This is an optimization exercise on Yosys and OpenROAD, whose aim is small area, a short achievable clock period and few clock cycles per item, not a production implementation. Function was not checked in any run shown here: the RTL went through the layout flow alone.

==> flow/design.v (outline; a module is shown in full before it is edited, if it fits) <==
// module bcmd_fa: 10 lines
// module bcmd_xtree: 817 lines
// module bcmd_shtree: 78 lines
// module bcmd_filt: 182 lines
// module bcmd_q1tree: 318 lines
// module bcmd_ttree: 372 lines
// module bcmd_atree: 103 lines
// module bcmd_mixsum: 263 lines
// module bcmd_magtree: 137 lines
// module bcmd_integ: 166 lines
// module bcmd_target: 122 lines
// module balance_car_motor_drive: 333 lines
module balance_car_motor_drive (
  input  wire logic        clk_i,
  input  wire logic        rst_ni,
  input  wire logic        cfg_we_i,
  input  wire logic [2:0]  cfg_idx_i,
  input  wire logic [14:0] cfg_data_i,
  input  wire logic        s_axis_tvalid_i,
  output logic             s_axis_tready_o,
  input  wire logic [95:0] s_axis_tdata_i,
  output logic             m_axis_tvalid_o,
  input  wire logic        m_axis_tready_i,
  output logic [31:0]      m_axis_tdata_o
);
  // ...
==> flow/run.sh <==
#!/bin/bash
# synth_recipe.tcl (not shown) runs the flow's synth.tcl, then flattens the netlist and writes it again
# the make line also repeats each setting of config.mk as NAME=value (left out here)
make -C /OpenROAD-flow-scripts/flow DESIGN_CONFIG=/design/flow/config.mk WORK_HOME=/design/flow/orfs CLKGATE_MAP_FILE= SYNTH_SCRIPT=/design/flow/synth_recipe.tcl finish
==> flow/config.mk <==
export PLATFORM = sky130hd
export DESIGN_NAME = balance_car_motor_drive
export DESIGN_NICKNAME = balance_car_motor_drive
export VERILOG_FILES = /design/flow/design.v
export SDC_FILE = /design/flow/constraint.sdc
export NUM_CORES = 4
export LEC_CHECK = 0
export CAP_MARGIN = 20
export CORE_MARGIN = 2
export CORE_UTILIZATION = 65
export PLACE_DENSITY = 0.75
export SETUP_SLACK_MARGIN = 5
export SLEW_MARGIN = 20
export SYNTH_HIERARCHICAL = 1
export SYNTH_MINIMUM_KEEP_SIZE = 0
==> flow/constraint.sdc <==
create_clock -name core_clock -period 12.0 [get_ports {clk_i}]
set_input_delay 2.4000 -clock core_clock [delete_from_list [all_inputs] [get_ports {clk_i}]]
set_output_delay 2.4000 -clock core_clock [all_outputs]
set_load 0.01 [all_outputs]
==> flow_results.org, run 1 <==
** Timing
- Worst Max-Slew Pin Slew :: 1150 ps
- Setup skew after layout :: 39.8 ps
- Post-route minimum period :: 5060 ps
- Setup repair after global routing missed its margin :: false

** Worst setup path
- Ordered list of cells on the worst path :: ha_1 -> a21o_1 -> a21o_1 -> a21oi_1 -> o211ai_1 -> a21oi_1 -> o41ai_1 -> xnor2_1 -> nand2_1 -> fa_1 -> inv_1 -> fa_1 -> a21o_1 -> a21oi_1 -> nor2b_1 -> o41ai_1 -> o21ai_0 -> nor4_1 -> nor3_1 -> xnor2_1
- Worst endpoint required time :: 12410 ps
- Critical path endpoint category :: flop
- Following the worst setup path forward leads to its endpoint at s6_lsl[14]$_DFFE_PN_.
- Data arrives at the worst endpoint at 5470 ps.
- Crit path max-delay cell type :: sky130_fd_sc_hd__o41ai_1
- Cell family contributing the most delay on the critical path :: compound AO/OA/AOI/OAI gates
- R2R Setup Slk :: 6940 ps

** Final layout
- Share of layout cells above drive strength 1 :: 0.0706
- Multi-input combinational area share :: 0.601
- Clock network share of area :: 0.0396
- Leading cell type in the layout, fill and taps excluded :: sky130_fd_sc_hd__fa_1

** Route
- Wire per inst :: 22.4 µm
- Total number of vias :: 46400
- Detailed-route DRC error count :: 0
- Remaining antenna violation count :: 0
- Post-Route M1 WL :: 68.4 mm

** Die
- The core region is 107000 µm².
- Chip height :: 332 µm

** Global routing
- Initial antenna violation count :: 5
- In this run the most used layer during global routing was met2.
- Total track usage :: 0.312
- In the global route stage, met3 resource usage came out at 0.0628.
- After global routing the overflow that remains totals 0.
- Global-route wire length before repair :: 269 mm

** Logic synthesis
- Synthesis produced 6184 cells.

** Outcome
- The run finished with no timing, DRC or antenna violations.

** Clock network
- Number of buffers inserted during clock tree synthesis :: 85
==> inputs of run 2 (changes only) <==
--- a/flow/config.mk
+++ b/flow/config.mk
@@ -9,4 +9,5 @@
 export CORE_MARGIN = 2
 export CORE_UTILIZATION = 65
+export GPL_ROUTABILITY_DRIVEN = 0
 export PLACE_DENSITY = 0.75
 export SETUP_SLACK_MARGIN = 5
==> run 2 against run 1 <==
  * Critical path depth unchanged
  * Largest cell class unchanged
  * Maximum frequency decreased by 0.73%
  * Critical endpoint unchanged
  * Still clean on timing, DRC and antenna
  * Die area unchanged
  * Highest routed layer unchanged
  * Worst setup slack got worse by 37 ps
  * Hold slack about the same
==> flow_results.org, run 2 <==
** Outcome
- Result of the run :: no timing/DRC/antenna violations (unchanged)

** Final layout
- The multi-input combinational cell area came to 44300 µm² (unchanged).
- Final core occ :: 0.689 (was 0.690)
- The most common library cell in the layout ignoring fill and taps was sky130_fd_sc_hd__fa_1 (unchanged).
- Share of layout cells above drive strength 1 :: 0.0710 (was 0.0706)
- Most frequent cells in the layout :: sky130_fd_sc_hd__fa_1, sky130_fd_sc_hd__nand2_1, sky130_fd_sc_hd__ha_1, sky130_fd_sc_hd__edfxtp_1, sky130_fd_sc_hd__inv_1 (unchanged)
- Largest registers in the final layout :: s2_xa: 36 flops, s2_xb: 36 flops (unchanged)
- The number of nets in the layout was 7695 (was 7701).
- The final-layout fill cell count is 7718 (was 7812).
- The flip-flop and latch area was 20900 µm² (unchanged).
- Area Overhead vs Synth :: 5.26% (was 5.44%)

** Route
- The routed wire length per instance is 22.1 µm (was 22.4 µm).
- Detailed Route Iter0 Violations :: 4000 (was 3514)
- Number of vias per cell :: 6.17 (was 6.16)
- Drt first pass iters :: 8 (was 6)
- Detailed-route DRC error count :: 0 (unchanged)
- Routed Wire Length :: 166 mm (was 169 mm)
- Total number of vias :: 46400 (about the same)
- Remaining antenna violation count :: 0 (unchanged)

** Clock network
- The quantity of gates resized following cts came to 0 (unchanged).
- The number of sinks on the clock net is 729 (unchanged).
- Clk Latency, worst-skew pair :: 670 ps (was 680 ps)
- Buffer cell driving the clock tree root :: sky130_fd_sc_hd__clkbuf_16 (unchanged)
- Clock tree from TritonCTS :: done (unchanged)
- Number of buffers inserted during clock tree synthesis :: 83 (was 85)
- The clock slew at the register clock pins of the worst setup and hold paths came to 60 ps (about the same).
- CTS Hold Buffers Added :: 0 (unchanged)
- Total number of H-tree levels :: 3 (unchanged)
- The buffer levels on the longest clock path was 3 (unchanged).
- Setup repair bufs after CTS :: 0 (unchanged)

** Worst setup path
- The highest fanout seen on the critical path came to 2 (was 3).
- The type of the setup path with the least slack was reg -> reg (unchanged).
- Kind of start point of the critical path :: flop (unchanged)
- The cell type of the slowest stage on the worst timing path is sky130_fd_sc_hd__o41ai_1 (unchanged).
- The critical path arrival came to 5490 ps (was 5470 ps).
- Critical path endpoint category :: flop (unchanged)
- The required time reported for the critical path endpoint is 12390 ps (was 12410 ps).
- Cell seen most often among critical-path stages :: sky130_fd_sc_hd__a21o_1
- Ordered list of cells on the worst path :: ha_1 -> a21o_1 -> a21o_1 -> a211oi_1 -> o211ai_1 -> a21oi_1 -> o41ai_1 -> xnor2_1 -> nand2_1 -> fa_1 -> inv_1 -> fa_1 -> a21o_1 -> a21oi_1 -> nor2b_1 -> o41ai_1 -> o21ai_0 -> nor4_1 -> nor3_1 -> xnor2_1 (was ha_1 -> a21o_1 -> a21o_1 -> a21oi_1 -> o211ai_1 -> a21oi_1 -> o41ai_1 -> xnor2_1 -> nand2_1 -> fa_1 -> inv_1 -> fa_1 -> a21o_1 -> a21oi_1 -> nor2b_1 -> o41ai_1 -> o21ai_0 -> nor4_1 -> nor3_1 -> xnor2_1)
- The worst stage delay on the critical path was 420 ps (was 410 ps).

** Min path
- The path type of the worst min-delay path was reg -> reg (unchanged).

** Global routing
- Global-route wire length before repair :: 266 mm (was 269 mm)
- The via count of the first global-routing pass is 48600 (was 48800).
- The met1 usage in global routing is 0.416 (was 0.415).
- The final global-route overflow total was 0 (unchanged).
- The number of antenna violations at the first check in global routing is 10 (was 5).
- GR Util met2 :: 0.491 (was 0.511)
- Pin count of the biggest net entering global routing :: 190 (was 165)
- M3 GR Usage :: 0.0583 (was 0.0628)
- The overall track demand over capacity in global routing came to 0.308 (was 0.312).
- Most utilized layer in the global route result :: met2 (unchanged)

** Timing
- The post-route clock period utilization came to 0.425 (was 0.422).
- Setup repair after global routing missed its margin :: false (unchanged)
- The number of failing setup endpoints in the final timing report was 0 (unchanged).
- The remaining max-slew budget at the tightest pin came to 0.193 (was 0.231).
- The accumulated negative setup slack is 0 ps (unchanged).
- The worst setup skew after layout is 32.1 ps (was 39.8 ps).
- Final hold violation count :: 0 (unchanged)
- The total count of max-transition violations in the final report was 0 (unchanged).
- Post-layout worst setup margin :: 6900 ps (was 6940 ps)
- The final critical path time including I/O delays and setup was 5100 ps (was 5060 ps).
- The transition time at the pin with the least slew margin was 1210 ps (was 1150 ps).
- Highest clock rate :: 196 MHz (was 198 MHz)

** Placed design
- The placement-stage worst setup slack was 6900 ps (was 6950 ps).
- Port buffer count :: 144 (unchanged)
- HPWL Detailed :: 126 mm (was 128 mm)

** Die
- The top-level port count is 153 (unchanged).
- The width of the die came to 332 µm (unchanged).
- Area enclosed by the die boundary :: 110000 µm² (unchanged)
- Floorplan Core Area :: 107000 µm² (unchanged)
- Number of core rows :: 120 (unchanged)
- Starting density of the core :: 0.654 (unchanged)
- Chip height :: 332 µm (unchanged)

** Logic synthesis
- The per-instance average area after synthesis was 11.3 µm² (unchanged).
- Post-synthesis instance area :: 69900 µm² (unchanged)
- The post-synthesis cell count came to 6184 (unchanged).
- The synthesis warning total is 7 (unchanged).

** Flow run
- The max-capacitance violation count came to 0 (unchanged).
-- run 2: layout make-up --
type | instances | area share
tap | 1403 | 0.0238
sequential | 729 | 0.284
antenna | 1 | 0.0000340
timing repair buffer | 177 | 0.0234
clock inverter | 44 | 0.00632
inverter | 543 | 0.0277
multi-input combinational | 4521 | 0.602
clock buffer | 110 | 0.0323
-- run 2: stage by stage --
stage          hold slack [ps]  cell area, µm²  std cells
3_3_place_gp               402           70700       7372
3_5_place_dp               405           70800       7372
6_report                   407           73600       7528
4_1_cts                    409           73600       7526
5_1_grt                    422           73600       7528
2_1_floorplan              400           70000       6190
-- run 2: worst max-delay path, delay by kind of cell, from the launching register on --
kind                       cells  cell delay (ps)
DFF                            1              370
AOI/OAI and AO/OA             10             2310
adders and majority gates      3             1060
and+or+nand+nor                4              730
buffers and inverters          1               60
xor gates and xnor gates       2              310
-- run 2: final timing paths --
path	from	to	slack, ps	depth (start not counted)
max	s5_ta[0]$_DFFE_PN_	s6_lsl[14]$_DFFE_PN_	6900	20
min	s4_bal[6]$_DFFE_PN_	s5_bal[6]$_DFFE_PN_	410	0
max reg2reg	s5_ta[0]$_DFFE_PN_	s6_lsl[14]$_DFFE_PN_	6900	20
min reg2reg	s4_bal[6]$_DFFE_PN_	s5_bal[6]$_DFFE_PN_	410	0
max in group asynchronous	rst_ni	drv_spd_q[5]$_DFFE_PN0P_	9150	2
min in group asynchronous	rst_ni	target_q[5]$_DFFE_PN0P_	1700	1
-- run 2: per-layer routing --
| layer | wire, µm | part of all wire | vias to the layer above |
|---|---|---|---|
| li1 | - | - | 20600 |
| met1 | 67500 | 0.41 | 23200 |
| met2 | 77100 | 0.46 | 2164 |
| met3 | 13500 | 0.081 | 458 |
| met4 | 8070 | 0.049 | 6 |
| met5 | 40 | 0.00024 | - |
==> inputs of run 3 (changes only) <==
--- a/flow/config.mk
+++ b/flow/config.mk
@@ -8,7 +8,6 @@
 export CAP_MARGIN = 20
 export CORE_MARGIN = 2
-export CORE_UTILIZATION = 65
-export GPL_ROUTABILITY_DRIVEN = 0
-export PLACE_DENSITY = 0.75
+export CORE_UTILIZATION = 55
+export PLACE_DENSITY = 0.65
 export SETUP_SLACK_MARGIN = 5
 export SLEW_MARGIN = 20
==> run 3 against run 2 <==
  * Still clean
  * Worst setup slack improved by 40 ps
  * Final area increased by 0.55%
  * Global-route usage fell by 5.2 points
  * Register-to-register slack better by 40 ps
  * Via count decreased by 3.4%
  * Synthesized cell count unchanged
  * Hold slack better by 6.0 ps
  * Critical path depth stayed put
  * Die area grew 18%
  * Clock skew rose by 1.0 ps
==> flow_results.org, run 3 <==
** Timing
- Worst Max-Slew Pin Slew :: 1170 ps (was 1210 ps)
- The post-route clock period utilization is 0.422 (was 0.425).
- The final critical path time including I/O delays and setup is 5060 ps (was 5100 ps).
- The accumulated negative setup slack is 0 ps (unchanged).
- Setup repair after global routing missed its margin: false (unchanged).
- The number of failing setup endpoints in the final timing report came to 0 (unchanged).
- The tightest hold margin was 413 ps (was 407 ps).
- The highest achievable clock rate was 198 MHz (was 196 MHz).
- The total count of max-transition violations in the final report is 0 (unchanged).
- Setup skew after layout :: 33.2 ps (was 32.1 ps)
- Relative slew margins :: 0.222 (was 0.193)
- Post-layout worst setup margin :: 6940 ps (was 6900 ps)
- Final hold violation count :: 0 (unchanged)

** Global routing
- Via count of the first global-routing pass :: 46700 (was 48600)
- Pin count of the biggest net entering global routing :: 134 (was 190)
- Total track usage :: 0.256 (was 0.308)
- The number of antenna violations at the first check in global routing came to 9 (was 10).
- Overall overflow remaining after global route :: 0 (unchanged)
- Global-route wire length before repair :: 261 mm (was 266 mm)

** Clock network
- Number of buffers inserted during clock tree synthesis :: 85 (was 83)
- Clock-pin transition on the worst setup and hold timing paths :: 60 ps (about the same)
- The post-CTS setup buffer count was 0 (unchanged).
- The clock latency reported for the late side of the worst-skew pair was 700 ps (was 670 ps).
- Clock tree from TritonCTS :: done (unchanged)
- The quantity of gates resized following cts came to 0 (unchanged).
- The level count of the clock H-tree came to 3 (unchanged).
- The buffer levels on the longest clock path was 3 (unchanged).
- The number of buffers inserted for hold repair after clock tree synthesis came to 0 (unchanged).
- The library cell used as clock root buffer is sky130_fd_sc_hd__clkbuf_16 (unchanged).
- Clock sinks :: 729 (unchanged)

** Logic synthesis
- Warning count from the yosys run :: 7 (unchanged)
- The summed instance area of the synthesized netlist was 69900 µm² (unchanged).
- Post-synthesis cell count :: 6184 (unchanged)
- Post-synthesis area per instance :: 11.3 µm² (unchanged)

** Worst setup path
- CP max stage delay :: 400 ps (was 420 ps)
- The capture point of the critical path is s6_lsl[14]$_DFFE_PN_ (unchanged).
- Worst-case reg-to-reg path depth :: 20 (unchanged)
- Launching element of the worst setup path :: s5_ta[9]$_DFFE_PN_ (was s5_ta[0]$_DFFE_PN_)
- Arrival time of the worst setup path :: 5490 ps (about the same)
- CP Class :: reg -> reg (unchanged)
- R2R Setup Slk :: 6940 ps (was 6900 ps)
- The worst reg2reg path endpoint is s6_lsl[14]$_DFFE_PN_ (unchanged).
- Crit path max-delay cell type :: sky130_fd_sc_hd__fa_1 (was sky130_fd_sc_hd__o41ai_1)
- Ordered list of cells on the worst path :: ha_1 -> a21o_1 -> a21o_1 -> a21oi_1 -> o211ai_1 -> a21oi_1 -> o41ai_1 -> xnor2_1 -> nand2_1 -> fa_1 -> inv_1 -> fa_1 -> a21o_1 -> a21oi_1 -> nor2b_1 -> o41ai_1 -> o21ai_0 -> nor4_1 -> nor3_1 -> xnor2_1 (was ha_1 -> a21o_1 -> a21o_1 -> a211oi_1 -> o211ai_1 -> a21oi_1 -> o41ai_1 -> xnor2_1 -> nand2_1 -> fa_1 -> inv_1 -> fa_1 -> a21o_1 -> a21oi_1 -> nor2b_1 -> o41ai_1 -> o21ai_0 -> nor4_1 -> nor3_1 -> xnor2_1)
- The startpoint of the most critical register-to-register path was s5_ta[9]$_DFFE_PN_ (was s5_ta[0]$_DFFE_PN_).
- Kind of start point of the critical path :: flop (unchanged)
- Top fanout value on the critical path :: 3 (was 2)
- The endpoint kind of the worst setup timing path is a flop (unchanged).
- Worst endpoint required time :: 12430 ps (was 12390 ps)

** Final layout
- Area Overhead vs Synth :: 5.84% (was 5.26%)
- Leading cell type in the layout, fill and taps excluded :: sky130_fd_sc_hd__fa_1 (unchanged)
- The final-layout fill cell count is 10500 (was 7718).
- The core occupancy in the finished layout was 0.588 (was 0.689).
- Number of nets in the finished design :: 7704 (was 7695)
- Largest registers in the final layout :: s2_xa: 36 flops, s2_xb: 36 flops (unchanged)
- The share of layout cells above drive strength 1 was 0.0735 (was 0.0710).
- Most frequent cells in the layout: sky130_fd_sc_hd__fa_1, sky130_fd_sc_hd__nand2_1, sky130_fd_sc_hd__ha_1, sky130_fd_sc_hd__edfxtp_1, sky130_fd_sc_hd__inv_1 (unchanged).
- Final instance area :: 74000 µm² (was 73600 µm²)

** Die
- The area of the core region is 126000 µm² (was 107000 µm²).
- The top-level port count was 153 (unchanged).
- Starting density of the core :: 0.555 (was 0.654)
- Number of core rows :: 130 (was 120)
- Chip height :: 361 µm (was 332 µm)
- The overall die area is 130000 µm² (was 110000 µm²).
- Chip width :: 361 µm (was 332 µm)

** Placed design
- Area after DPL :: 71100 µm² (was 70800 µm²)
- The count of port buffers added during placement is 144 (unchanged).
- The sum of net half-perimeters after detailed placement is 126 mm (about the same).
- DP Worst Slack :: 6750 ps (was 6900 ps)
- GPL Wtd Cong :: 0.928

** Route
- The residual DRC count is 0 (unchanged).
- The remaining antenna violation count after routing is 0 (unchanged).
- Number of vias per cell :: 5.76 (was 6.17)
- Drt first pass iters :: 5 (was 8)
- Total number of vias :: 44900 (was 46400)
- The detailed router's first-iteration violation count came to 3500 (was 4000).
- The routed wire length per instance is 21.0 µm (was 22.1 µm).
- Routed Wire Length :: 164 mm (was 166 mm)

** Outcome
- Result of the run: no timing/DRC/antenna violations (unchanged).

** Min path
- Hold crit path type :: reg -> reg (unchanged)

** Flow run
- The max-capacitance violation count was 0 (unchanged).
-- run 3: worst min-delay path by stage --
| stage | start | end | slack, ps | cells past startpoint |
|---|---|---|---|---|
| 2_1_floorplan | s1_gate$_DFFE_PN_ | s2_gate$_DFFE_PN_ | 400 | 0 |
| 3_3_place_gp | s4_bal[12]$_DFFE_PN_ | s5_bal[12]$_DFFE_PN_ | 400 | 0 |
| 3_5_place_dp | s1_tl$_DFFE_PN_ | s2_tl$_DFFE_PN_ | 400 | 0 |
| 4_1_cts | s1_yaw[12]$_SDFFCE_PN0N_ | s2_yaw[12]$_DFFE_PN_ | 410 | 0 |
| 5_1_grt | s1_yaw[15]$_SDFFCE_PN0N_ | s2_yaw[15]$_DFFE_PN_ | 420 | 0 |
| 6_report | s4_s$_DFFE_PN_ | s5_s$_DFFE_PN_ | 410 | 0 |
-- run 3: stage by stage --
| stage | instances |
|---|---|
| 2_1_floorplan | 6190 |
| 3_3_place_gp | 7626 |
| 3_5_place_dp | 7626 |
| 4_1_cts | 7785 |
| 5_1_grt | 7786 |
| 6_report | 7787 |
-- run 3: critical path: cells and delay by family, from the launching register on --
| family | cells | cell delay, ps |
|---|---|---|
| buffers and inverters | 1 | 60 |
| flip-flops | 1 | 370 |
| AO/OA/AOI/OAI | 10 | 2330 |
| adder cells (fa/ha/maj) | 3 | 990 |
| AND/OR/NAND/NOR | 4 | 650 |
| XOR/XNOR | 2 | 390 |
-- run 3: layout make-up --
type | count | area [µm²] | share of cell area
timing repair buffer | 184 | 1760 | 0.0238
sequential | 729 | 20900 | 0.283
multi-input combinational | 4521 | 44300 | 0.599
clock buffer | 96 | 2230 | 0.0301
inverter | 543 | 2040 | 0.0276
antenna | 1 | 2.50 | 0.0000338
tap | 1650 | 2060 | 0.0279
clock inverter | 63 | 662 | 0.00894
-- run 3: per-layer routing --
metal	vias up	global-route usage	part of all wire
met4	10	0.0695	0.026
met5	-	0	0.00037
met1	22500	0.352	0.44
met3	251	0.0464	0.064
met2	1440	0.419	0.47
li1	20600	-	-
==> module bcmd_mixsum, before the edit <==
module bcmd_mixsum (
  input  wire [28:0] ta,
  input  wire [28:0] tb,
  input  wire c8,
  input  wire nz,
  input  wire [19:0] bal,
  input  wire bc,
  input  wire [10:0] mag,
  input  wire s,
  output wire vc,
  output wire hp1,
  output wire h0,
  output wire hm1,
  output wire hm2,
  output wire hm3,
  output wire hneg,
  output wire [15:0] lsl,
  output wire [15:0] rsl
);
  wire c_1 = ta[0] ^ tb[0];
  wire c_2 = ta[0] & tb[0];
  wire c_3 = bal[0] ^ c8;
  wire c_4 = bal[0] & c8;
  wire c_5, c_6;
  bcmd_fa u_c_5 (.a(ta[1]), .b(tb[1]), .c(bal[1]), .s(c_5), .co(c_6));
  wire c_7 = ta[2] ^ tb[2];
  wire c_8 = ta[2] & tb[2];
  wire c_9 = ta[3] ^ tb[3];
  wire c_10 = ta[3] & tb[3];
  wire c_11 = ta[4] ^ tb[4];
  wire c_12 = ta[4] & tb[4];
  wire c_13 = ta[5] ^ tb[5];
  wire c_14 = ta[5] & tb[5];
  wire c_15 = ta[6] ^ tb[6];
  wire c_16 = ta[6] & tb[6];
  wire c_17 = ta[7] ^ tb[7];
  wire c_18 = ta[7] & tb[7];
  wire c_19 = ta[8] ^ tb[8];
  wire c_20 = ta[8] & tb[8];
  wire c_21 = ta[9] ^ tb[9];
  wire c_22 = ta[9] & tb[9];
  wire c_23 = ta[10] ^ tb[10];
  wire c_24 = ta[10] & tb[10];
  wire c_25 = ta[11] ^ tb[11];
  wire c_26 = ta[11] & tb[11];
  wire c_27 = ta[12] ^ tb[12];
  wire c_28 = ta[12] & tb[12];
  wire c_29 = ta[13] ^ tb[13];
  wire c_30 = ta[13] & tb[13];
  wire c_31 = ta[14] ^ tb[14];
  wire c_32 = ta[14] & tb[14];
  wire c_33 = ta[15] ^ tb[15];
  wire c_34 = ta[15] & tb[15];
  wire c_35 = ta[16] ^ tb[16];
  wire c_36 = ta[16] & tb[16];
  wire c_37 = ta[17] ^ tb[17];
  wire c_38 = ta[17] & tb[17];
  wire c_39 = ta[18] ^ tb[18];
  wire c_40 = ta[18] & tb[18];
  wire c_41, c_42;
  bcmd_fa u_c_41 (.a(ta[19]), .b(tb[19]), .c(~bal[19]), .s(c_41), .co(c_42));
  wire c_43 = ta[20] ^ tb[20];
  wire c_44 = ta[20] & tb[20];
  wire c_45 = ta[21] ^ tb[21];
  wire c_46 = ta[21] & tb[21];
  wire c_47 = ta[22] ^ tb[22];
  wire c_48 = ta[22] & tb[22];
  wire c_49 = ta[23] ^ tb[23];
  wire c_50 = ta[23] & tb[23];
  wire c_51 = ta[24] ^ tb[24];
  wire c_52 = ta[24] & tb[24];
  wire c_53 = ta[25] ^ tb[25];
  wire c_54 = ta[25] & tb[25];
  wire c_55 = ta[26] ^ tb[26];
  wire c_56 = ta[26] & tb[26];
  wire c_57 = ta[27] ^ tb[27];
  wire c_58 = ta[27] & tb[27];
  wire c_59 = ta[28] ^ tb[28];
  wire c_60 = ta[28] & tb[28];
  wire c_61 = bc ^ c_1;
  wire c_62 = bc & c_1;
  wire c_63, c_64;
  bcmd_fa u_c_63 (.a(c_2), .b(c_4), .c(c_5), .s(c_63), .co(c_64));
  wire c_65, c_66;
  bcmd_fa u_c_65 (.a(bal[2]), .b(c_6), .c(c_7), .s(c_65), .co(c_66));
  wire c_67, c_68;
  bcmd_fa u_c_67 (.a(bal[3]), .b(c_8), .c(c_9), .s(c_67), .co(c_68));
  wire c_69, c_70;
  bcmd_fa u_c_69 (.a(bal[4]), .b(c_10), .c(c_11), .s(c_69), .co(c_70));
  wire c_71, c_72;
  bcmd_fa u_c_71 (.a(bal[5]), .b(c_12), .c(c_13), .s(c_71), .co(c_72));
  wire c_73, c_74;
  bcmd_fa u_c_73 (.a(bal[6]), .b(c_14), .c(c_15), .s(c_73), .co(c_74));
  wire c_75, c_76;
  bcmd_fa u_c_75 (.a(bal[7]), .b(c_16), .c(c_17), .s(c_75), .co(c_76));
  wire c_77, c_78;
  bcmd_fa u_c_77 (.a(bal[8]), .b(c_18), .c(c_19), .s(c_77), .co(c_78));
  wire c_79, c_80;
  bcmd_fa u_c_79 (.a(bal[9]), .b(c_20), .c(c_21), .s(c_79), .co(c_80));
  wire c_81, c_82;
  bcmd_fa u_c_81 (.a(bal[10]), .b(c_22), .c(c_23), .s(c_81), .co(c_82));
  wire c_83, c_84;
  bcmd_fa u_c_83 (.a(bal[11]), .b(c_24), .c(c_25), .s(c_83), .co(c_84));
  wire c_85, c_86;
  bcmd_fa u_c_85 (.a(bal[12]), .b(c_26), .c(c_27), .s(c_85), .co(c_86));
  wire c_87, c_88;
  bcmd_fa u_c_87 (.a(bal[13]), .b(c_28), .c(c_29), .s(c_87), .co(c_88));
  wire c_89, c_90;
  bcmd_fa u_c_89 (.a(bal[14]), .b(c_30), .c(c_31), .s(c_89), .co(c_90));
  wire c_91, c_92;
  bcmd_fa u_c_91 (.a(bal[15]), .b(c_32), .c(c_33), .s(c_91), .co(c_92));
  wire c_93, c_94;
  bcmd_fa u_c_93 (.a(bal[16]), .b(c_34), .c(c_35), .s(c_93), .co(c_94));
  wire c_95, c_96;
  bcmd_fa u_c_95 (.a(bal[17]), .b(c_36), .c(c_37), .s(c_95), .co(c_96));
  wire c_97, c_98;
  bcmd_fa u_c_97 (.a(bal[18]), .b(c_38), .c(c_39), .s(c_97), .co(c_98));
  wire c_99 = 1'b1 ^ c_40 ^ c_41;
  wire c_100 = (1'b1 & c_40) | (1'b1 & c_41) | (c_40 & c_41);
  wire c_101 = 1'b1 ^ c_42 ^ c_43;
  wire c_102 = (1'b1 & c_42) | (1'b1 & c_43) | (c_42 & c_43);
  wire c_103 = 1'b1 ^ c_44 ^ c_45;
  wire c_104 = (1'b1 & c_44) | (1'b1 & c_45) | (c_44 & c_45);
  wire c_105 = 1'b1 ^ c_46 ^ c_47;
  wire c_106 = (1'b1 & c_46) | (1'b1 & c_47) | (c_46 & c_47);
  wire c_107 = 1'b1 ^ c_48 ^ c_49;
  wire c_108 = (1'b1 & c_48) | (1'b1 & c_49) | (c_48 & c_49);
  wire c_109 = 1'b1 ^ c_50 ^ c_51;
  wire c_110 = (1'b1 & c_50) | (1'b1 & c_51) | (c_50 & c_51);
  wire c_111 = 1'b1 ^ c_52 ^ c_53;
  wire c_112 = (1'b1 & c_52) | (1'b1 & c_53) | (c_52 & c_53);
  wire c_113 = 1'b1 ^ c_54 ^ c_55;
  wire c_114 = (1'b1 & c_54) | (1'b1 & c_55) | (c_54 & c_55);
  wire c_115 = 1'b1 ^ c_56 ^ c_57;
  wire c_116 = (1'b1 & c_56) | (1'b1 & c_57) | (c_56 & c_57);
  wire c_117 = 1'b1 ^ c_58 ^ c_59;
  wire c_118 = (1'b1 & c_58) | (1'b1 & c_59) | (c_58 & c_59);
  wire [28:0] th = ta + tb + {28'd0, c8};
  assign vc = th[28] && nz;
  wire [15:0] h = {c_116, c_114, c_112, c_110, c_108, c_106, c_104, c_102, c_100, c_98, c_96, c_94, c_92, c_90, c_88, c_86} + {c_117, c_115, c_113, c_111, c_109, c_107, c_105, c_103, c_101, c_99, c_97, c_95, c_93, c_91, c_89, c_87};
  assign hp1 = h == 16'h0001;
  assign h0  = h == 16'h0000;
  assign hm1 = h == 16'hffff;
  assign hm2 = h == 16'hfffe;
  assign hm3 = h == 16'hfffd;
  assign hneg = h[15];
  wire [11:0] vl = {1'b0, mag} ^ {12{~s}};
  wire [11:0] vr = {1'b0, mag} ^ {12{s}};
  wire l_1 = c_3 ^ c_61;
  wire l_2 = c_3 & c_61;
  wire l_3 = c_62 ^ c_63;
  wire l_4 = c_62 & c_63;
  wire l_5 = c_64 ^ c_65;
  wire l_6 = c_64 & c_65;
  wire l_7 = c_66 ^ c_67;
  wire l_8 = c_66 & c_67;
  wire l_9 = c_68 ^ c_69;
  wire l_10 = c_68 & c_69;
  wire l_11 = c_70 ^ c_71;
  wire l_12 = c_70 & c_71;
  wire l_13 = c_72 ^ c_73;
  wire l_14 = c_72 & c_73;
  wire l_15 = c_74 ^ c_75;
  wire l_16 = c_74 & c_75;
  wire l_17 = c_76 ^ c_77;
  wire l_18 = c_76 & c_77;
  wire l_19 = c_78 ^ c_79;
  wire l_20 = c_78 & c_79;
  wire l_21 = c_80 ^ c_81;
  wire l_22 = c_80 & c_81;
  wire l_23, l_24;
  bcmd_fa u_l_23 (.a(c_82), .b(c_83), .c(~vl[11]), .s(l_23), .co(l_24));
  wire l_25 = c_84 ^ c_85;
  wire l_26 = c_84 & c_85;
  wire l_27 = vl[0] ^ ~s;
  wire l_28 = vl[0] & ~s;
  wire l_29, l_30;
  bcmd_fa u_l_29 (.a(vl[1]), .b(l_2), .c(l_3), .s(l_29), .co(l_30));
  wire l_31, l_32;
  bcmd_fa u_l_31 (.a(vl[2]), .b(l_4), .c(l_5), .s(l_31), .co(l_32));
  wire l_33, l_34;
  bcmd_fa u_l_33 (.a(vl[3]), .b(l_6), .c(l_7), .s(l_33), .co(l_34));
  wire l_35, l_36;
  bcmd_fa u_l_35 (.a(vl[4]), .b(l_8), .c(l_9), .s(l_35), .co(l_36));
  wire l_37, l_38;
  bcmd_fa u_l_37 (.a(vl[5]), .b(l_10), .c(l_11), .s(l_37), .co(l_38));
  wire l_39, l_40;
  bcmd_fa u_l_39 (.a(vl[6]), .b(l_12), .c(l_13), .s(l_39), .co(l_40));
  wire l_41, l_42;
  bcmd_fa u_l_41 (.a(vl[7]), .b(l_14), .c(l_15), .s(l_41), .co(l_42));
  wire l_43, l_44;
  bcmd_fa u_l_43 (.a(vl[8]), .b(l_16), .c(l_17), .s(l_43), .co(l_44));
  wire l_45, l_46;
  bcmd_fa u_l_45 (.a(vl[9]), .b(l_18), .c(l_19), .s(l_45), .co(l_46));
  wire l_47, l_48;
  bcmd_fa u_l_47 (.a(vl[10]), .b(l_20), .c(l_21), .s(l_47), .co(l_48));
  wire l_49 = 1'b1 ^ l_22 ^ l_23;
  wire l_50 = (1'b1 & l_22) | (1'b1 & l_23) | (l_22 & l_23);
  wire l_51 = 1'b1 ^ l_24 ^ l_25;
  wire l_52 = (1'b1 & l_24) | (1'b1 & l_25) | (l_24 & l_25);
  wire l_53 = 1'b1 ^ l_26;
  wire l_54 = 1'b1 & l_26;
  wire [15:0] l_ra = {1'b1, 1'b1, l_52, l_50, l_48, l_46, l_44, l_42, l_40, l_38, l_36, l_34, l_32, l_30, l_28, l_1};
  wire [15:0] l_rb = {1'b0, l_54, l_53, l_51, l_49, l_47, l_45, l_43, l_41, l_39, l_37, l_35, l_33, l_31, l_29, l_27};
  assign lsl = 16'(l_ra + l_rb + {15'd0, vc});
  wire r_1 = c_3 ^ c_61;
  wire r_2 = c_3 & c_61;
  wire r_3 = c_62 ^ c_63;
  wire r_4 = c_62 & c_63;
  wire r_5 = c_64 ^ c_65;
  wire r_6 = c_64 & c_65;
  wire r_7 = c_66 ^ c_67;
  wire r_8 = c_66 & c_67;
  wire r_9 = c_68 ^ c_69;
  wire r_10 = c_68 & c_69;
  wire r_11 = c_70 ^ c_71;
  wire r_12 = c_70 & c_71;
  wire r_13 = c_72 ^ c_73;
  wire r_14 = c_72 & c_73;
  wire r_15 = c_74 ^ c_75;
  wire r_16 = c_74 & c_75;
  wire r_17 = c_76 ^ c_77;
  wire r_18 = c_76 & c_77;
  wire r_19 = c_78 ^ c_79;
  wire r_20 = c_78 & c_79;
  wire r_21 = c_80 ^ c_81;
  wire r_22 = c_80 & c_81;
  wire r_23, r_24;
  bcmd_fa u_r_23 (.a(c_82), .b(c_83), .c(~vr[11]), .s(r_23), .co(r_24));
  wire r_25 = c_84 ^ c_85;
  wire r_26 = c_84 & c_85;
  wire r_27 = vr[0] ^ s;
  wire r_28 = vr[0] & s;
  wire r_29, r_30;
  bcmd_fa u_r_29 (.a(vr[1]), .b(r_2), .c(r_3), .s(r_29), .co(r_30));
  wire r_31, r_32;
  bcmd_fa u_r_31 (.a(vr[2]), .b(r_4), .c(r_5), .s(r_31), .co(r_32));
  wire r_33, r_34;
  bcmd_fa u_r_33 (.a(vr[3]), .b(r_6), .c(r_7), .s(r_33), .co(r_34));
  wire r_35, r_36;
  bcmd_fa u_r_35 (.a(vr[4]), .b(r_8), .c(r_9), .s(r_35), .co(r_36));
  wire r_37, r_38;
  bcmd_fa u_r_37 (.a(vr[5]), .b(r_10), .c(r_11), .s(r_37), .co(r_38));
  wire r_39, r_40;
  bcmd_fa u_r_39 (.a(vr[6]), .b(r_12), .c(r_13), .s(r_39), .co(r_40));
  wire r_41, r_42;
  bcmd_fa u_r_41 (.a(vr[7]), .b(r_14), .c(r_15), .s(r_41), .co(r_42));
  wire r_43, r_44;
  bcmd_fa u_r_43 (.a(vr[8]), .b(r_16), .c(r_17), .s(r_43), .co(r_44));
  wire r_45, r_46;
  bcmd_fa u_r_45 (.a(vr[9]), .b(r_18), .c(r_19), .s(r_45), .co(r_46));
  wire r_47, r_48;
  bcmd_fa u_r_47 (.a(vr[10]), .b(r_20), .c(r_21), .s(r_47), .co(r_48));
  wire r_49 = 1'b1 ^ r_22 ^ r_23;
  wire r_50 = (1'b1 & r_22) | (1'b1 & r_23) | (r_22 & r_23);
  wire r_51 = 1'b1 ^ r_24 ^ r_25;
  wire r_52 = (1'b1 & r_24) | (1'b1 & r_25) | (r_24 & r_25);
  wire r_53 = 1'b1 ^ r_26;
  wire r_54 = 1'b1 & r_26;
  wire [15:0] r_ra = {1'b1, 1'b1, r_52, r_50, r_48, r_46, r_44, r_42, r_40, r_38, r_36, r_34, r_32, r_30, r_28, r_1};
  wire [15:0] r_rb = {1'b0, r_54, r_53, r_51, r_49, r_47, r_45, r_43, r_41, r_39, r_37, r_35, r_33, r_31, r_29, r_27};
  assign rsl = 16'(r_ra + r_rb + {15'd0, vc});
endmodule
==> inputs of run 4 (changes only) <==
--- a/flow/design.v
+++ b/flow/design.v
@@ -2352,5 +2352,56 @@
   wire [15:0] l_ra = {1'b1, 1'b1, l_52, l_50, l_48, l_46, l_44, l_42, l_40, l_38, l_36, l_34, l_32, l_30, l_28, l_1};
   wire [15:0] l_rb = {1'b0, l_54, l_53, l_51, l_49, l_47, l_45, l_43, l_41, l_39, l_37, l_35, l_33, l_31, l_29, l_27};
-  assign lsl = 16'(l_ra + l_rb + {15'd0, vc});
+  wire [15:0] l_p = {1'b1, 1'b1, l_52, l_50, l_48, l_46, l_44, l_42, l_40, l_38, l_36, l_34, l_32, l_30, l_28, l_1} ^ {1'b0, l_54, l_53, l_51, l_49, l_47, l_45, l_43, l_41, l_39, l_37, l_35, l_33, l_31, l_29, l_27};
+  wire [15:0] l_g = {1'b1, 1'b1, l_52, l_50, l_48, l_46, l_44, l_42, l_40, l_38, l_36, l_34, l_32, l_30, l_28, l_1} & {1'b0, l_54, l_53, l_51, l_49, l_47, l_45, l_43, l_41, l_39, l_37, l_35, l_33, l_31, l_29, l_27};
+  wire l_s0_1g = l_g[1] | (l_p[1] & (l_g[0] | (l_p[0] & vc)));
+  wire l_s0_3g = l_g[3] | (l_p[3] & l_g[2]);
+  wire l_s0_3p = l_p[3] & l_p[2];
+  wire l_s0_5g = l_g[5] | (l_p[5] & l_g[4]);
+  wire l_s0_5p = l_p[5] & l_p[4];
+  wire l_s0_7g = l_g[7] | (l_p[7] & l_g[6]);
+  wire l_s0_7p = l_p[7] & l_p[6];
+  wire l_s0_9g = l_g[9] | (l_p[9] & l_g[8]);
+  wire l_s0_9p = l_p[9] & l_p[8];
+  wire l_s0_11g = l_g[11] | (l_p[11] & l_g[10]);
+  wire l_s0_11p = l_p[11] & l_p[10];
+  wire l_s0_13g = l_g[13] | (l_p[13] & l_g[12]);
+  wire l_s0_13p = l_p[13] & l_p[12];
+  wire l_s0_15g = l_g[15] | (l_p[15] & l_g[14]);
+  wire l_s0_15p = l_p[15] & l_p[14];
+  wire l_s1_2g = l_g[2] | (l_p[2] & l_s0_1g);
+  wire l_s1_3g = l_s0_3g | (l_s0_3p & l_s0_1g);
+  wire l_s1_6g = l_g[6] | (l_p[6] & l_s0_5g);
+  wire l_s1_6p = l_p[6] & l_s0_5p;
+  wire l_s1_7g = l_s0_7g | (l_s0_7p & l_s0_5g);
+  wire l_s1_7p = l_s0_7p & l_s0_5p;
+  wire l_s1_10g = l_g[10] | (l_p[10] & l_s0_9g);
+  wire l_s1_10p = l_p[10] & l_s0_9p;
+  wire l_s1_11g = l_s0_11g | (l_s0_11p & l_s0_9g);
+  wire l_s1_11p = l_s0_11p & l_s0_9p;
+  wire l_s1_14g = l_g[14] | (l_p[14] & l_s0_13g);
+  wire l_s1_14p = l_p[14] & l_s0_13p;
+  wire l_s1_15g = l_s0_15g | (l_s0_15p & l_s0_13g);
+  wire l_s1_15p = l_s0_15p & l_s0_13p;
+  wire l_s2_4g = l_g[4] | (l_p[4] & l_s1_3g);
+  wire l_s2_5g = l_s0_5g | (l_s0_5p & l_s1_3g);
+  wire l_s2_6g = l_s1_6g | (l_s1_6p & l_s1_3g);
+  wire l_s2_7g = l_s1_7g | (l_s1_7p & l_s1_3g);
+  wire l_s2_12g = l_g[12] | (l_p[12] & l_s1_11g);
+  wire l_s2_12p = l_p[12] & l_s1_11p;
+  wire l_s2_13g = l_s0_13g | (l_s0_13p & l_s1_11g);
+  wire l_s2_13p = l_s0_13p & l_s1_11p;
+  wire l_s2_14g = l_s1_14g | (l_s1_14p & l_s1_11g);
+  wire l_s2_14p = l_s1_14p & l_s1_11p;
+  wire l_s2_15g = l_s1_15g | (l_s1_15p & l_s1_11g);
+  wire l_s2_15p = l_s1_15p & l_s1_11p;
+  wire l_s3_8g = l_g[8] | (l_p[8] & l_s2_7g);
+  wire l_s3_9g = l_s0_9g | (l_s0_9p & l_s2_7g);
+  wire l_s3_10g = l_s1_10g | (l_s1_10p & l_s2_7g);
+  wire l_s3_11g = l_s1_11g | (l_s1_11p & l_s2_7g);
+  wire l_s3_12g = l_s2_12g | (l_s2_12p & l_s2_7g);
+  wire l_s3_13g = l_s2_13g | (l_s2_13p & l_s2_7g);
+  wire l_s3_14g = l_s2_14g | (l_s2_14p & l_s2_7g);
+  wire l_s3_15g = l_s2_15g | (l_s2_15p & l_s2_7g);
+  assign lsl = {(l_p[15] ^ l_s3_14g), (l_p[14] ^ l_s3_13g), (l_p[13] ^ l_s3_12g), (l_p[12] ^ l_s3_11g), (l_p[11] ^ l_s3_10g), (l_p[10] ^ l_s3_9g), (l_p[9] ^ l_s3_8g), (l_p[8] ^ l_s2_7g), (l_p[7] ^ l_s2_6g), (l_p[6] ^ l_s2_5g), (l_p[5] ^ l_s2_4g), (l_p[4] ^ l_s1_3g), (l_p[3] ^ l_s1_2g), (l_p[2] ^ l_s0_1g), (l_p[1] ^ (l_g[0] | (l_p[0] & vc))), (l_p[0] ^ vc)};
   wire r_1 = c_3 ^ c_61;
   wire r_2 = c_3 & c_61;
@@ -2409,5 +2460,56 @@
   wire [15:0] r_ra = {1'b1, 1'b1, r_52, r_50, r_48, r_46, r_44, r_42, r_40, r_38, r_36, r_34, r_32, r_30, r_28, r_1};
   wire [15:0] r_rb = {1'b0, r_54, r_53, r_51, r_49, r_47, r_45, r_43, r_41, r_39, r_37, r_35, r_33, r_31, r_29, r_27};
-  assign rsl = 16'(r_ra + r_rb + {15'd0, vc});
+  wire [15:0] r_p = {1'b1, 1'b1, r_52, r_50, r_48, r_46, r_44, r_42, r_40, r_38, r_36, r_34, r_32, r_30, r_28, r_1} ^ {1'b0, r_54, r_53, r_51, r_49, r_47, r_45, r_43, r_41, r_39, r_37, r_35, r_33, r_31, r_29, r_27};
+  wire [15:0] r_g = {1'b1, 1'b1, r_52, r_50, r_48, r_46, r_44, r_42, r_40, r_38, r_36, r_34, r_32, r_30, r_28, r_1} & {1'b0, r_54, r_53, r_51, r_49, r_47, r_45, r_43, r_41, r_39, r_37, r_35, r_33, r_31, r_29, r_27};
+  wire r_s0_1g = r_g[1] | (r_p[1] & (r_g[0] | (r_p[0] & vc)));
+  wire r_s0_3g = r_g[3] | (r_p[3] & r_g[2]);
+  wire r_s0_3p = r_p[3] & r_p[2];
+  wire r_s0_5g = r_g[5] | (r_p[5] & r_g[4]);
+  wire r_s0_5p = r_p[5] & r_p[4];
+  wire r_s0_7g = r_g[7] | (r_p[7] & r_g[6]);
+  wire r_s0_7p = r_p[7] & r_p[6];
+  wire r_s0_9g = r_g[9] | (r_p[9] & r_g[8]);
+  wire r_s0_9p = r_p[9] & r_p[8];
+  wire r_s0_11g = r_g[11] | (r_p[11] & r_g[10]);
+  wire r_s0_11p = r_p[11] & r_p[10];
+  wire r_s0_13g = r_g[13] | (r_p[13] & r_g[12]);
+  wire r_s0_13p = r_p[13] & r_p[12];
+  wire r_s0_15g = r_g[15] | (r_p[15] & r_g[14]);
+  wire r_s0_15p = r_p[15] & r_p[14];
+  wire r_s1_2g = r_g[2] | (r_p[2] & r_s0_1g);
+  wire r_s1_3g = r_s0_3g | (r_s0_3p & r_s0_1g);
+  wire r_s1_6g = r_g[6] | (r_p[6] & r_s0_5g);
+  wire r_s1_6p = r_p[6] & r_s0_5p;
+  wire r_s1_7g = r_s0_7g | (r_s0_7p & r_s0_5g);
+  wire r_s1_7p = r_s0_7p & r_s0_5p;
+  wire r_s1_10g = r_g[10] | (r_p[10] & r_s0_9g);
+  wire r_s1_10p = r_p[10] & r_s0_9p;
+  wire r_s1_11g = r_s0_11g | (r_s0_11p & r_s0_9g);
+  wire r_s1_11p = r_s0_11p & r_s0_9p;
+  wire r_s1_14g = r_g[14] | (r_p[14] & r_s0_13g);
+  wire r_s1_14p = r_p[14] & r_s0_13p;
+  wire r_s1_15g = r_s0_15g | (r_s0_15p & r_s0_13g);
+  wire r_s1_15p = r_s0_15p & r_s0_13p;
+  wire r_s2_4g = r_g[4] | (r_p[4] & r_s1_3g);
+  wire r_s2_5g = r_s0_5g | (r_s0_5p & r_s1_3g);
+  wire r_s2_6g = r_s1_6g | (r_s1_6p & r_s1_3g);
+  wire r_s2_7g = r_s1_7g | (r_s1_7p & r_s1_3g);
+  wire r_s2_12g = r_g[12] | (r_p[12] & r_s1_11g);
+  wire r_s2_12p = r_p[12] & r_s1_11p;
+  wire r_s2_13g = r_s0_13g | (r_s0_13p & r_s1_11g);
+  wire r_s2_13p = r_s0_13p & r_s1_11p;
+  wire r_s2_14g = r_s1_14g | (r_s1_14p & r_s1_11g);
+  wire r_s2_14p = r_s1_14p & r_s1_11p;
+  wire r_s2_15g = r_s1_15g | (r_s1_15p & r_s1_11g);
+  wire r_s2_15p = r_s1_15p & r_s1_11p;
+  wire r_s3_8g = r_g[8] | (r_p[8] & r_s2_7g);
+  wire r_s3_9g = r_s0_9g | (r_s0_9p & r_s2_7g);
+  wire r_s3_10g = r_s1_10g | (r_s1_10p & r_s2_7g);
+  wire r_s3_11g = r_s1_11g | (r_s1_11p & r_s2_7g);
+  wire r_s3_12g = r_s2_12g | (r_s2_12p & r_s2_7g);
+  wire r_s3_13g = r_s2_13g | (r_s2_13p & r_s2_7g);
+  wire r_s3_14g = r_s2_14g | (r_s2_14p & r_s2_7g);
+  wire r_s3_15g = r_s2_15g | (r_s2_15p & r_s2_7g);
+  assign rsl = {(r_p[15] ^ r_s3_14g), (r_p[14] ^ r_s3_13g), (r_p[13] ^ r_s3_12g), (r_p[12] ^ r_s3_11g), (r_p[11] ^ r_s3_10g), (r_p[10] ^ r_s3_9g), (r_p[9] ^ r_s3_8g), (r_p[8] ^ r_s2_7g), (r_p[7] ^ r_s2_6g), (r_p[6] ^ r_s2_5g), (r_p[5] ^ r_s2_4g), (r_p[4] ^ r_s1_3g), (r_p[3] ^ r_s1_2g), (r_p[2] ^ r_s0_1g), (r_p[1] ^ (r_g[0] | (r_p[0] & vc))), (r_p[0] ^ vc)};
 endmodule
 module bcmd_magtree (
--- a/flow/config.mk
+++ b/flow/config.mk
@@ -8,6 +8,6 @@
 export CAP_MARGIN = 20
 export CORE_MARGIN = 2
-export CORE_UTILIZATION = 55
-export PLACE_DENSITY = 0.65
+export CORE_UTILIZATION = 65
+export PLACE_DENSITY = 0.75
 export SETUP_SLACK_MARGIN = 5
 export SLEW_MARGIN = 20
==> run 4 against run 3 <==
  * Clock-buffer cell count up 9
  * Critical path depth down 2
  * Worst setup slack better by 26 ps
  * Area after synthesis about the same
  * Die area down 15%
  * Non-clock buffer count down 4
  * Utilization up 10 points
  * Final area down 0.65%
==> flow_results.org, run 4 <==
** Worst setup path
- The critical path launch point was s5_ta[3]$_DFFE_PN_ (was s5_ta[9]$_DFFE_PN_).
- R2R Setup Slk :: 6970 ps (was 6940 ps)
- Ordered list of cells on the worst path :: ha_1 -> a22o_1 -> nor4_1 -> o21ai_0 -> o2111ai_1 -> a31oi_1 -> nor3_1 -> mux2i_1 -> fa_1 -> inv_1 -> fa_1 -> a21oi_1 -> o2111ai_1 -> nand4_1 -> a311oi_1 -> o21a_1 -> nor3_1 -> nand2b_1 (was ha_1 -> a21o_1 -> a21o_1 -> a21oi_1 -> o211ai_1 -> a21oi_1 -> o41ai_1 -> xnor2_1 -> nand2_1 -> fa_1 -> inv_1 -> fa_1 -> a21o_1 -> a21oi_1 -> nor2b_1 -> o41ai_1 -> o21ai_0 -> nor4_1 -> nor3_1 -> xnor2_1)
- The required time reported for the critical path endpoint is 12550 ps (was 12430 ps).
- Top fanout value on the critical path :: 3 (unchanged)
- The path depth of the worst reg2reg path came to 18 (was 20).
- CP Class :: reg -> reg (unchanged)
- CP max stage delay :: 670 ps (was 400 ps)
- The cell type of the slowest stage on the worst timing path was sky130_fd_sc_hd__mux2i_1 (was sky130_fd_sc_hd__fa_1).
- RR Startpoint :: s5_ta[3]$_DFFE_PN_ (was s5_ta[9]$_DFFE_PN_)
- The worst reg2reg path endpoint is s6_lsl[14]$_DFFE_PN_ (unchanged).
- Kind of start point of the critical path :: flop (unchanged)
- Arrival time of the worst setup path :: 5580 ps (was 5490 ps)
- Critical path endpoint category :: flop (unchanged)

** Clock network
- The clock slew at the register clock pins of the worst setup and hold paths is 60 ps (about the same).
- CTS Hold Buffers Added :: 0 (unchanged)
- Buffer cell driving the clock tree root :: sky130_fd_sc_hd__clkbuf_16 (unchanged)
- The clock latency reported for the late side of the worst-skew pair came to 690 ps (was 700 ps).
- Number of gates resized after CTS :: 0 (unchanged)
- The CTS tree was done (unchanged).
- The post-CTS setup buffer count is 0 (unchanged).
- Clock sinks :: 729 (unchanged)
- Number of buffers inserted during clock tree synthesis :: 82 (was 85)
- Total number of H-tree levels :: 3 (unchanged)
- Max clock buf depth :: 3 (unchanged)

** Timing
- Share of the clock period used by the worst path :: 0.419 (was 0.422)
- Setup repair after global routing missed its margin :: false (unchanged)
- Highest clock rate :: 199 MHz (was 198 MHz)
- The tightest hold margin is 408 ps (was 413 ps).
- The worst setup skew after layout was 31.7 ps (was 33.2 ps).
- Number of slew-limit violations in the final report :: 0 (unchanged)
- Final hold violation count :: 0 (unchanged)
- The remaining max-slew budget at the tightest pin was 0.221 (was 0.222).
- The transition time at the pin with the least slew margin came to 1170 ps (about the same).
- The number of failing setup endpoints in the final timing report was 0 (unchanged).
- Final-layout setup total negative slack :: 0 ps (unchanged)
- The final critical path time including I/O delays and setup was 5030 ps (was 5060 ps).

** Final layout
- The number of nets in the layout came to 7698 (was 7704).
- Most frequent cells in the layout :: sky130_fd_sc_hd__fa_1, sky130_fd_sc_hd__nand2_1, sky130_fd_sc_hd__ha_1, sky130_fd_sc_hd__inv_1, sky130_fd_sc_hd__edfxtp_1 (was sky130_fd_sc_hd__fa_1, sky130_fd_sc_hd__nand2_1, sky130_fd_sc_hd__ha_1, sky130_fd_sc_hd__edfxtp_1, sky130_fd_sc_hd__inv_1)
- Largest registers in the final layout :: s2_xa: 36 flops, s2_xb: 36 flops (unchanged)
- The number of cells in the finished layout apart from fillers came to 7527 (was 7787).
- Area Overhead vs Synth :: 5.09% (was 5.84%)
- # fillers :: 7793 (was 10500)
- The share of layout cells above drive strength 1 was 0.0704 (was 0.0735).
- The most common library cell in the layout ignoring fill and taps was sky130_fd_sc_hd__fa_1 (unchanged).

** Global routing
- Initial antenna violation count :: 8 (was 9)
- The overall track demand over capacity in global routing is 0.305 (was 0.256).
- Via count of the first global-routing pass :: 48300 (was 46700)
- Overall overflow remaining after global route :: 0 (unchanged)
- The first-pass GRT wire length came to 264 mm (was 261 mm).
- Pin count of the biggest net entering global routing :: 159 (was 134)

** Min path
- Origin of the worst min-delay path :: s1_yaw[5]$_SDFFCE_PN0N_ (was s4_s$_DFFE_PN_)
- The worst hold endpoint was s2_yaw[5]$_DFFE_PN_ (was s5_s$_DFFE_PN_).
- The hold-critical path depth came to 0 (unchanged).
- The path type of the worst min-delay path is reg -> reg (unchanged).

** Logic synthesis
- The summed instance area of the synthesized netlist came to 70000 µm² (was 69900 µm²).
- The post-synthesis cell count was 6184 (unchanged).
- The per-instance average area after synthesis was 11.3 µm² (about the same).
- The synthesis warning total was 7 (unchanged).

** Placed design
- Port buffer count :: 144 (unchanged)
- The routability congestion estimate from global placement is 0.968 (was 0.928).
- The sum of net half-perimeters after detailed placement came to 125 mm (was 126 mm).
- The placed cell count is 7375 (was 7626).

** Route
- The total length of routed wires is 165 mm (was 164 mm).
- The residual DRC count came to 0 (unchanged).
- The number of detailed-route iterations in the first pass came to 8 (was 5).
- Number of vias per cell :: 6.10 (was 5.76)
- The remaining antenna violation count after routing was 0 (unchanged).
- The detailed router's first-iteration violation count is 3292 (was 3500).
- Wire per inst :: 21.9 µm (was 21.0 µm)
- The number of vias after detailed routing was 45900 (was 44900).

** Die
- Area enclosed by the die boundary :: 110000 µm² (was 130000 µm²)
- The initial cell density of the core came to 0.654 (was 0.555).
- The area of the core region is 107000 µm² (was 126000 µm²).
- The width of the die is 332 µm (was 361 µm).
- The vertical extent of the die is 332 µm (was 361 µm).
- The top-level port count was 153 (unchanged).
- Number of core rows :: 120 (was 130)

** Flow run
- Max-cap check violation count :: 0 (unchanged)

** Outcome
- Result of the run: no timing/DRC/antenna violations (unchanged).
[run 4: changes by cell type in the layout (fill, tap and decap cells not counted), moves of 6 or more]
| cell | before | now |
|---|---|---|
| sky130_fd_sc_hd__clkbuf_1 | 7 | 17 |
| sky130_fd_sc_hd__xnor2_1 | 117 | 102 |
| sky130_fd_sc_hd__inv_1 | 540 | 555 |
| sky130_fd_sc_hd__clkinv_4 | 12 | 4 |
| sky130_fd_sc_hd__fa_1 | 910 | 916 |
[run 4: how the worst max path moves through the flow]
stage / to / cells after the start
5_1_grt: s6_lsl[14]$_DFFE_PN_ / 18
4_1_cts: s6_lsl[14]$_DFFE_PN_ / 18
2_1_floorplan: odata_q[14]$_DFFE_PN_ / 6
6_report: s6_lsl[14]$_DFFE_PN_ / 18
3_5_place_dp: s1_slo[10]$_DFFE_PN_ / 12
3_3_place_gp: s1_slo[10]$_DFFE_PN_ / 12
[run 4: routing by layer]
metal  routed length [µm]  GRT usage
met1                66200      0.400
met2                79600      0.507
met5                   50          0
met3                13400     0.0634
met4                 5920      0.110
[run 4: cell type report]
cell class	instances	area, µm²	share of cell area
inverters	558	2100	0.0285
well taps	1403	1760	0.0239
clock inverters	46	505	0.00687
flip-flops and latches	729	20900	0.284
diodes	1	2.50	0.0000340
multi-input cells	4505	44300	0.603
clock buffers	105	2210	0.0301
repair buffers	180	1740	0.0236
[run 4: worst max-delay path, delay by kind of cell (launching register included)]
kind	cells	cell delay, ps
compound gates	8	1690
flops	1	370
buf+inv	1	60
simple gates	5	1020
fa+ha+maj	3	1080
mux	1	670
[run 4: metrics by stage]
step,instance area [µm²],setup slack (ps),util
2_1_floorplan,70000,3050,-
3_3_place_gp,70800,7010,0.662
3_5_place_dp,70800,6980,0.662
4_1_cts,73500,6940,0.688
5_1_grt,73500,6700,0.688
6_report,73500,6970,0.688

==> static timing again, ports no longer ideal <==
In the flow no input, the clock included, has a driving cell. The finished layouts below were timed again as built, in two steps. Step 1 (the two cells are an assumption about what drives the block):
set clk [get_ports {clk_i}]
set_driving_cell -lib_cell sky130_fd_sc_hd__clkbuf_16 $clk
set_driving_cell -lib_cell sky130_fd_sc_hd__buf_2 [delete_from_list [all_inputs] $clk]
Step 2 moves the port delays by t, midway between the first and last clock arrival at a register: inputs arrive t later, outputs are due t later. That takes back most of the time a late clock gives input paths. a / b / c = no drivers / after step 1 / after step 2; a / b = the first two.
run	t (ns)	setup WS [ns]	cell pins on the clock port's net
run 1	0.732	6.938 / 6.938 / 6.930	1
run 2	0.732	6.901 / 6.901 / 6.901	1
run 3	0.768	6.941 / 6.941 / 6.941	1
run 4	0.750	6.967 / 6.967 / 6.937	1
After both steps setup and hold are still met in every run listed. For run 4, which loses most, drivers alone change the setup slack by 0.000 ns; drivers and shift together by -0.030 ns.
